Source: an optimization exercise on an open RTL-to-GDS flow (aim: small area, a short achievable clock period and few clock cycles per item). Production flows keep margins and buffers that such runs may drop. Function was checked by simulation only, so behaviour that the tests miss may differ from the original. No driver is modelled on the clock port, so clocking that relies on it looks cheaper here than on a real chip. Power figures rest on the tool's default switching activity, not on a simulated workload.

==> module lru_block_cache_directory, before the edit <==
module lru_block_cache_directory (
    input  wire logic                          i_clk,
    input  wire logic                          i_rst_n,
    input  wire logic                          i_in_valid,
    output logic                               o_in_stall,
    input  wire logic [lrud_pkg::KIND_W-1:0]   i_kind,
    input  wire logic [lrud_pkg::BLOCK_W-1:0]  i_block_number,
    input  wire logic                          i_insert_dirty,
    output logic                               o_out_valid,
    input  wire logic                          i_out_stall,
    output logic                               o_hit,
    output logic      [lrud_pkg::OWAY_W-1:0]   o_way,
    output logic                               o_evicted,
    output logic      [lrud_pkg::BLOCK_W-1:0]  o_evicted_block,
    output logic                               o_evicted_dirty,
    output logic      [lrud_pkg::TOTAL_W-1:0]  o_hit_total,
    output logic      [lrud_pkg::TOTAL_W-1:0]  o_miss_total,
    input  wire logic                          psel,
    input  wire logic                          penable,
    input  wire logic                          pwrite,
    input  wire logic [lrud_pkg::ADDR_W-1:0]   paddr,
    input  wire logic [lrud_pkg::DATA_W-1:0]   pwdata,
    output logic      [lrud_pkg::DATA_W-1:0]   prdata,
    output logic                               pready
);
    logic                         r0_valid;
    lrud_pkg::t_req               r0_req, in_req;
    logic                         o0_valid, o1_valid;
    logic                         r_in_stall;
    logic                         proc;
    logic                         r0_free;
    logic                         in_acc;
    logic                         o0_load;
    logic                         n_r0_valid, n_o0_valid, n_o1_valid;
    logic [lrud_pkg::WAY_W-1:0]   last_way;
    typedef struct packed {
        logic                         hit;
        logic [lrud_pkg::OWAY_W-1:0]  way;
        logic                         evicted;
        logic [lrud_pkg::BLOCK_W-1:0] evicted_block;
        logic                         evicted_dirty;
        logic                         inc_hit;
        logic                         inc_miss;
    } t_beat;
    t_beat                        d_res, o0, o1, o0_in;
    logic [lrud_pkg::TOTAL_W-1:0] r_hit_total, r_miss_total;
    assign in_req.kind         = i_kind;
    assign in_req.block_number = i_block_number;
    assign in_req.insert_dirty = i_insert_dirty;
    assign proc       = r0_valid && !o1_valid;
    assign r0_free    = !r0_valid || !o1_valid;
    assign in_acc     = i_in_valid && !r_in_stall;
    assign o0_load    = !o0_valid || !i_out_stall;
    assign o_in_stall = r_in_stall;
    always_comb begin
        n_r0_valid = r0_free ? in_acc : r0_valid;
        n_o0_valid = o0_load ? (o1_valid || proc) : o0_valid;
        n_o1_valid = o0_load ? 1'b0 : (o1_valid || proc);
    end
    always_ff @(posedge i_clk) begin
        if (!i_rst_n) begin
            r0_valid   <= 1'b0;
            o0_valid   <= 1'b0;
            o1_valid   <= 1'b0;
            r_in_stall <= 1'b0;
        end else begin
            r0_valid   <= n_r0_valid;
            o0_valid   <= n_o0_valid;
            o1_valid   <= n_o1_valid;
            r_in_stall <= n_r0_valid && n_o1_valid;
        end
    end
    always_comb begin
        o0_in = o1_valid ? o1 : d_res;
        if (!(o1_valid || proc)) begin
            o0_in.inc_hit  = 1'b0;
            o0_in.inc_miss = 1'b0;
        end
    end
    always_ff @(posedge i_clk) begin
        if (!i_rst_n) begin
            r0_req <= '0;
        end else if (r0_free) begin
            r0_req <= in_req;
        end
        if (!o1_valid) begin
            o1 <= d_res;
        end
        if (!i_rst_n) begin
            o0 <= '0;
        end else if (o0_load) begin
            o0 <= o0_in;
        end
    end
    logic                         hit_en, miss_en;
    logic [lrud_pkg::TOTAL_W-1:0] n_hit_total, n_miss_total;
    assign hit_en  = (o0_load && o0_in.inc_hit) || !i_rst_n;
    assign miss_en = (o0_load && o0_in.inc_miss) || !i_rst_n;
    always_comb begin
        n_hit_total  = r_hit_total;
        n_miss_total = r_miss_total;
        if (r_hit_total != '1) begin
            n_hit_total = r_hit_total + lrud_pkg::TOTAL_W'(1);
        end
        if (r_miss_total != '1) begin
            n_miss_total = r_miss_total + lrud_pkg::TOTAL_W'(1);
        end
        n_hit_total  = n_hit_total & {lrud_pkg::TOTAL_W{i_rst_n}};
        n_miss_total = n_miss_total & {lrud_pkg::TOTAL_W{i_rst_n}};
    end
    always_ff @(posedge i_clk) begin
        if (hit_en) begin
            r_hit_total <= n_hit_total;
        end
        if (miss_en) begin
            r_miss_total <= n_miss_total;
        end
    end
    lrud_cfg u_cfg (
        .i_clk         (i_clk),
        .i_rst_n       (i_rst_n),
        .psel          (psel),
        .penable       (penable),
        .pwrite        (pwrite),
        .paddr         (paddr),
        .pwdata        (pwdata),
        .prdata        (prdata),
        .pready        (pready),
        .o_ways_in_use (),
        .o_last_way    (last_way)
    );
    lrud_dir u_dir (
        .i_clk           (i_clk),
        .i_rst_n         (i_rst_n),
        .i_req_valid     (proc),
        .i_req           (r0_req),
        .i_last_way      (last_way),
        .o_hit           (d_res.hit),
        .o_way           (d_res.way),
        .o_evicted       (d_res.evicted),
        .o_evicted_block (d_res.evicted_block),
        .o_evicted_dirty (d_res.evicted_dirty),
        .o_inc_hit       (d_res.inc_hit),
        .o_inc_miss      (d_res.inc_miss)
    );
    assign o_out_valid     = o0_valid;
    assign o_hit           = o0.hit;
    assign o_way           = o0.way;
    assign o_evicted       = o0.evicted;
    assign o_evicted_block = o0.evicted_block;
    assign o_evicted_dirty = o0.evicted_dirty;
    assign o_hit_total     = r_hit_total;
    assign o_miss_total    = r_miss_total;
endmodule
==> flow/config.mk <==
export PLATFORM = sky130hd
export DESIGN_NAME = lru_block_cache_directory
export DESIGN_NICKNAME = lru_block_cache_directory
export VERILOG_FILES = /design/flow/design.v
export SDC_FILE = /design/flow/constraint.sdc
export NUM_CORES = 4
export LEC_CHECK = 0
export CAP_MARGIN = 20
export CORE_MARGIN = 2
export CORE_UTILIZATION = 60
export CTS_CLUSTER_DIAMETER = 80
export CTS_CLUSTER_SIZE = 20
export SLEW_MARGIN = 20
export TNS_END_PERCENT = 5
==> flow/constraint.sdc <==
create_clock -name core_clock -period 13.0 [get_ports {i_clk}]
set_input_delay 2.6000 -clock core_clock [delete_from_list [all_inputs] [get_ports {i_clk}]]
set_output_delay 2.6000 -clock core_clock [all_outputs]
set_load 0.01 [all_outputs]
standard.sh (not shown) runs the stock make flow with config.mk's settings and CLKGATE_MAP_FILE= SYNTH_SCRIPT=/design/flow/synth_recipe.tcl, a recipe that flattens the netlist after the stock synthesis.
==> flow/flow/run.sh <==
#!/bin/bash
# Layout flow: the standard ORFS flow (standard.sh) with
#  - port buffers of buf_2 instead of the default choice, a slow delay buffer;
set -euo pipefail
export FLOW_CLOCK_PORT=i_clk
bash standard.sh \
    "BUFFER_PORTS_ARGS=-buffer_cell sky130_fd_sc_hd__buf_2" \
    SETUP_SLACK_MARGIN=9.5 \
    "PRE_CTS_TCL=$PWD/flow/cts_hook.tcl" \
    finish > flow_make.log 2>&1
Other scripts of this flow, unchanged in this note and not shown: flow/flow/cts_hook.tcl
Testbench counts at the start, summed over its fixed seeds: cycles 16,016, items 16,000.
==> next run, changes <==
--- a/flow/design.v
+++ b/flow/design.v
@@ -294,9 +294,7 @@
         end
     end
     always_ff @(posedge i_clk) begin
-        if (!i_rst_n) begin
-            r0_req <= '0;
-        end else if (r0_free) begin
+        if (r0_free) begin
             r0_req <= in_req;
         end
         if (!o1_valid) begin
@@ -308,28 +306,17 @@
             o0 <= o0_in;
         end
     end
-    logic                         hit_en, miss_en;
-    logic [lrud_pkg::TOTAL_W-1:0] n_hit_total, n_miss_total;
-    assign hit_en  = (o0_load && o0_in.inc_hit) || !i_rst_n;
-    assign miss_en = (o0_load && o0_in.inc_miss) || !i_rst_n;
-    always_comb begin
-        n_hit_total  = r_hit_total;
-        n_miss_total = r_miss_total;
-        if (r_hit_total != '1) begin
-            n_hit_total = r_hit_total + lrud_pkg::TOTAL_W'(1);
-        end
-        if (r_miss_total != '1) begin
-            n_miss_total = r_miss_total + lrud_pkg::TOTAL_W'(1);
-        end
-        n_hit_total  = n_hit_total & {lrud_pkg::TOTAL_W{i_rst_n}};
-        n_miss_total = n_miss_total & {lrud_pkg::TOTAL_W{i_rst_n}};
-    end
     always_ff @(posedge i_clk) begin
-        if (hit_en) begin
-            r_hit_total <= n_hit_total;
-        end
-        if (miss_en) begin
-            r_miss_total <= n_miss_total;
+        if (!i_rst_n) begin
+            r_hit_total  <= '0;
+            r_miss_total <= '0;
+        end else begin
+            if (o0_load && o0_in.inc_hit && (r_hit_total != '1)) begin
+                r_hit_total <= r_hit_total + lrud_pkg::TOTAL_W'(1);
+            end
+            if (o0_load && o0_in.inc_miss && (r_miss_total != '1)) begin
+                r_miss_total <= r_miss_total + lrud_pkg::TOTAL_W'(1);
+            end
         end
     end
     lrud_cfg u_cfg (
Result: Global-route usage came out lower by 1.7 points. Die area falls by a few percent. Hold slack improved by 17 ps. Wire length fell by roughly a tenth. Cell count falls by a few percent. Area after synthesis decreases by a few percent. Flip-flop and latch count stays the same. Utilization increases by 3.6 points. First-iteration DRC count falls by roughly a tenth.
Testbench counts after the change, summed over its fixed seeds: cycles 16,016, items 16,000.

---

lru_block_cache_directory, a different RTL version from the one above (not shown whole).
Size: ~1700 cells after synthesis, about 460 flip-flops, about 180 I/O pins, about 21000 µm² of cells after synthesis.
==> module lru_block_cache_directory, before the edit <==
module lru_block_cache_directory (
    input  wire logic                          i_clk,
    input  wire logic                          i_rst_n,
    input  wire logic                          i_in_valid,
    output logic                               o_in_stall,
    input  wire logic [lrud_pkg::KIND_W-1:0]   i_kind,
    input  wire logic [lrud_pkg::BLOCK_W-1:0]  i_block_number,
    input  wire logic                          i_insert_dirty,
    output logic                               o_out_valid,
    input  wire logic                          i_out_stall,
    output logic                               o_hit,
    output logic      [lrud_pkg::OWAY_W-1:0]   o_way,
    output logic                               o_evicted,
    output logic      [lrud_pkg::BLOCK_W-1:0]  o_evicted_block,
    output logic                               o_evicted_dirty,
    output logic      [lrud_pkg::TOTAL_W-1:0]  o_hit_total,
    output logic      [lrud_pkg::TOTAL_W-1:0]  o_miss_total,
    input  wire logic                          psel,
    input  wire logic                          penable,
    input  wire logic                          pwrite,
    input  wire logic [lrud_pkg::ADDR_W-1:0]   paddr,
    input  wire logic [lrud_pkg::DATA_W-1:0]   pwdata,
    output logic      [lrud_pkg::DATA_W-1:0]   prdata,
    output logic                               pready
);
    logic                         r0_valid;
    lrud_pkg::t_req               r0_req, in_req;
    logic                         o0_valid, o1_valid;
    logic                         r_in_stall;
    logic                         proc;
    logic                         r0_free;
    logic                         in_acc;
    logic                         o0_load;
    logic                         n_r0_valid, n_o0_valid, n_o1_valid;
    logic [lrud_pkg::WAY_W-1:0]   last_way;
    typedef struct packed {
        logic                         hit;
        logic [lrud_pkg::OWAY_W-1:0]  way;
        logic                         evicted;
        logic [lrud_pkg::BLOCK_W-1:0] evicted_block;
        logic                         evicted_dirty;
        logic                         inc_hit;
        logic                         inc_miss;
    } t_beat;
    t_beat                        d_res, o0, o1, o0_in;
    logic [lrud_pkg::TOTAL_W-1:0] r_hit_total, r_miss_total;
    assign in_req.kind         = i_kind;
    assign in_req.block_number = i_block_number;
    assign in_req.insert_dirty = i_insert_dirty;
    assign proc       = r0_valid && !o1_valid;
    assign r0_free    = !r0_valid || !o1_valid;
    assign in_acc     = i_in_valid && !r_in_stall;
    assign o0_load    = !o0_valid || !i_out_stall;
    assign o_in_stall = r_in_stall;
    always_comb begin
        n_r0_valid = r0_free ? in_acc : r0_valid;
        n_o0_valid = o0_load ? (o1_valid || proc) : o0_valid;
        n_o1_valid = o0_load ? 1'b0 : (o1_valid || proc);
    end
    always_ff @(posedge i_clk) begin
        if (!i_rst_n) begin
            r0_valid   <= 1'b0;
            o0_valid   <= 1'b0;
            o1_valid   <= 1'b0;
            r_in_stall <= 1'b0;
        end else begin
            r0_valid   <= n_r0_valid;
            o0_valid   <= n_o0_valid;
            o1_valid   <= n_o1_valid;
            r_in_stall <= n_r0_valid && n_o1_valid;
        end
    end
    always_comb begin
        o0_in = o1_valid ? o1 : d_res;
        if (!(o1_valid || proc)) begin
            o0_in.inc_hit  = 1'b0;
            o0_in.inc_miss = 1'b0;
        end
    end
    always_ff @(posedge i_clk) begin
        if (!i_rst_n) begin
            r0_req <= '0;
        end else if (r0_free) begin
            r0_req <= in_req;
        end
        if (!o1_valid) begin
            o1 <= d_res;
        end
        if (!i_rst_n) begin
            o0 <= '0;
        end else if (o0_load) begin
            o0 <= o0_in;
        end
    end
    logic                         hit_inc, miss_inc;
    logic [lrud_pkg::TOTAL_W-1:0] n_hit_total, n_miss_total;
    logic [lrud_pkg::TOTAL_W:0]   hit_low1, miss_low1;    
    assign hit_inc  = o0_load && o0_in.inc_hit && !(&r_hit_total);
    assign miss_inc = o0_load && o0_in.inc_miss && !(&r_miss_total);
    always_comb begin
        hit_low1[0]  = 1'b1;
        miss_low1[0] = 1'b1;
        for (int i = 0; i < lrud_pkg::TOTAL_W; i++) begin
            n_hit_total[i]   = r_hit_total[i] ^ (hit_inc && hit_low1[i]);
            n_miss_total[i]  = r_miss_total[i] ^ (miss_inc && miss_low1[i]);
            hit_low1[i + 1]  = hit_low1[i] && r_hit_total[i];
            miss_low1[i + 1] = miss_low1[i] && r_miss_total[i];
        end
    end
    always_ff @(posedge i_clk) begin
        if (!i_rst_n) begin
            r_hit_total  <= '0;
            r_miss_total <= '0;
        end else begin
            r_hit_total  <= n_hit_total;
            r_miss_total <= n_miss_total;
        end
    end
    lrud_cfg u_cfg (
        .i_clk         (i_clk),
        .i_rst_n       (i_rst_n),
        .psel          (psel),
        .penable       (penable),
        .pwrite        (pwrite),
        .paddr         (paddr),
        .pwdata        (pwdata),
        .prdata        (prdata),
        .pready        (pready),
        .o_ways_in_use (),
        .o_last_way    (last_way)
    );
    lrud_dir u_dir (
        .i_clk           (i_clk),
        .i_rst_n         (i_rst_n),
        .i_req_valid     (proc),
        .i_req           (r0_req),
        .i_last_way      (last_way),
        .o_hit           (d_res.hit),
        .o_way           (d_res.way),
        .o_evicted       (d_res.evicted),
        .o_evicted_block (d_res.evicted_block),
        .o_evicted_dirty (d_res.evicted_dirty),
        .o_inc_hit       (d_res.inc_hit),
        .o_inc_miss      (d_res.inc_miss)
    );
    assign o_out_valid     = o0_valid;
    assign o_hit           = o0.hit;
    assign o_way           = o0.way;
    assign o_evicted       = o0.evicted;
    assign o_evicted_block = o0.evicted_block;
    assign o_evicted_dirty = o0.evicted_dirty;
    assign o_hit_total     = r_hit_total;
    assign o_miss_total    = r_miss_total;
endmodule
==> flow/config.mk <==
export PLATFORM = sky130hd
export DESIGN_NAME = lru_block_cache_directory
export DESIGN_NICKNAME = lru_block_cache_directory
export VERILOG_FILES = /design/flow/design.v
export SDC_FILE = /design/flow/constraint.sdc
export NUM_CORES = 4
export LEC_CHECK = 0
export CAP_MARGIN = 20
export CORE_MARGIN = 2
export CORE_UTILIZATION = 60
export CTS_CLUSTER_DIAMETER = 80
export CTS_CLUSTER_SIZE = 20
export SLEW_MARGIN = 20
export TNS_END_PERCENT = 5
==> flow/constraint.sdc <==
create_clock -name core_clock -period 13.0 [get_ports {i_clk}]
set_input_delay 2.6000 -clock core_clock [delete_from_list [all_inputs] [get_ports {i_clk}]]
set_output_delay 2.6000 -clock core_clock [all_outputs]
set_load 0.01 [all_outputs]
==> flow/flow/run.sh <==
#!/bin/bash
# Layout flow: the standard ORFS flow (standard.sh) with
#  - port buffers of buf_2 instead of the default choice, a slow delay buffer;
#  - SKIP_REPAIR_TIE_FANOUT, so the constant outputs share the synthesis's
#    single tie cell instead of one tie cell each;
set -euo pipefail
export FLOW_CLOCK_PORT=i_clk
bash standard.sh \
    "BUFFER_PORTS_ARGS=-buffer_cell sky130_fd_sc_hd__buf_2" \
    SETUP_SLACK_MARGIN=9.5 \
    SKIP_REPAIR_TIE_FANOUT=1 \
    "PRE_CTS_TCL=$PWD/flow/cts_hook.tcl" \
    finish > flow_make.log 2>&1
Other scripts of this flow, unchanged in this note and not shown: flow/flow/cts_hook.tcl
Testbench counts at the start, summed over its fixed seeds: cycles 16,016, items 16,000.
Then changed:
--- a/flow/design.v
+++ b/flow/design.v
@@ -309,25 +309,25 @@
         end
     end
-    logic                         hit_inc, miss_inc;
+    logic                         hit_en, miss_en;
     logic [lrud_pkg::TOTAL_W-1:0] n_hit_total, n_miss_total;
-    logic [lrud_pkg::TOTAL_W:0]   hit_low1, miss_low1;    
-    assign hit_inc  = o0_load && o0_in.inc_hit && !(&r_hit_total);
-    assign miss_inc = o0_load && o0_in.inc_miss && !(&r_miss_total);
+    assign hit_en  = (o0_load && o0_in.inc_hit) || !i_rst_n;
+    assign miss_en = (o0_load && o0_in.inc_miss) || !i_rst_n;
     always_comb begin
-        hit_low1[0]  = 1'b1;
-        miss_low1[0] = 1'b1;
-        for (int i = 0; i < lrud_pkg::TOTAL_W; i++) begin
-            n_hit_total[i]   = r_hit_total[i] ^ (hit_inc && hit_low1[i]);
-            n_miss_total[i]  = r_miss_total[i] ^ (miss_inc && miss_low1[i]);
-            hit_low1[i + 1]  = hit_low1[i] && r_hit_total[i];
-            miss_low1[i + 1] = miss_low1[i] && r_miss_total[i];
+        n_hit_total  = r_hit_total;
+        n_miss_total = r_miss_total;
+        if (r_hit_total != '1) begin
+            n_hit_total = r_hit_total + lrud_pkg::TOTAL_W'(1);
         end
+        if (r_miss_total != '1) begin
+            n_miss_total = r_miss_total + lrud_pkg::TOTAL_W'(1);
+        end
+        n_hit_total  = n_hit_total & {lrud_pkg::TOTAL_W{i_rst_n}};
+        n_miss_total = n_miss_total & {lrud_pkg::TOTAL_W{i_rst_n}};
     end
     always_ff @(posedge i_clk) begin
-        if (!i_rst_n) begin
-            r_hit_total  <= '0;
-            r_miss_total <= '0;
-        end else begin
-            r_hit_total  <= n_hit_total;
+        if (hit_en) begin
+            r_hit_total <= n_hit_total;
+        end
+        if (miss_en) begin
             r_miss_total <= n_miss_total;
         end
After rerunning: The new run completed without violations. First-iteration DRC count went up by 8.4%. Worst hold slack gets worse by 0.050 ns. Power rises by 7.1%. Setup slack gets worse by 0.14 ns. Die area rose by about 5%. Combinational power rose by about 44%. Wire length came out higher by 14%. Sequential power rose by about 3%.
Testbench counts after the change, summed over its fixed seeds: cycles 16,016, items 16,000.

-- separate check: timing with driven ports --
No port has a modelled driver above. Below, the same layouts with a new extraction and two added sets of constraints. Step 1 (the two cells are an assumption about what drives the block):
set clk [get_ports {i_clk}]
set_driving_cell -lib_cell sky130_fd_sc_hd__clkbuf_16 $clk
set_driving_cell -lib_cell sky130_fd_sc_hd__buf_2 [delete_from_list [all_inputs] $clk]
Step 2, shift: input delay + t, output delay - t, t = (earliest + latest rising clock arrival at the registers) / 2. This alone moves slack from input paths to output paths. a / b / c = no drivers / after step 1 / after step 2; a / b = the first two.
| run | shift t [ns] | slack for setup (ns) | clock arrival spread, ns | worst register clock-pin slew, ns | worst data-port slew with drivers (ns) | pins driven straight from the clock port |
|---|---|---|---|---|---|---|
| the first run of note 1 | 0.475 | 9.435 / 9.328 / 9.099 | 0.038 / 0.037 | 0.09 / 0.09 | 0.05 | 4 |
| the second run of note 1 | 0.460 | 9.360 / 9.285 / 8.983 | 0.041 / 0.041 | 0.09 / 0.09 | 0.04 | 4 |
| the first run of note 2 | 0.397 | 9.464 / 9.365 / 9.198 | 0.279 / 0.279 | 0.11 / 0.11 | 0.07 | 4 |
| the second run of note 2 | 0.410 | 9.328 / 9.230 / 9.061 | 0.314 / 0.314 | 0.11 / 0.11 | 0.04 | 4 |
In the second run of note 2 the clock reaches the registers at very different times; t lies between them, and the last value is a rough guide only. For the second run of note 1, which loses most, drivers alone change the setup slack by -0.075 ns; drivers and shift together by -0.377 ns.
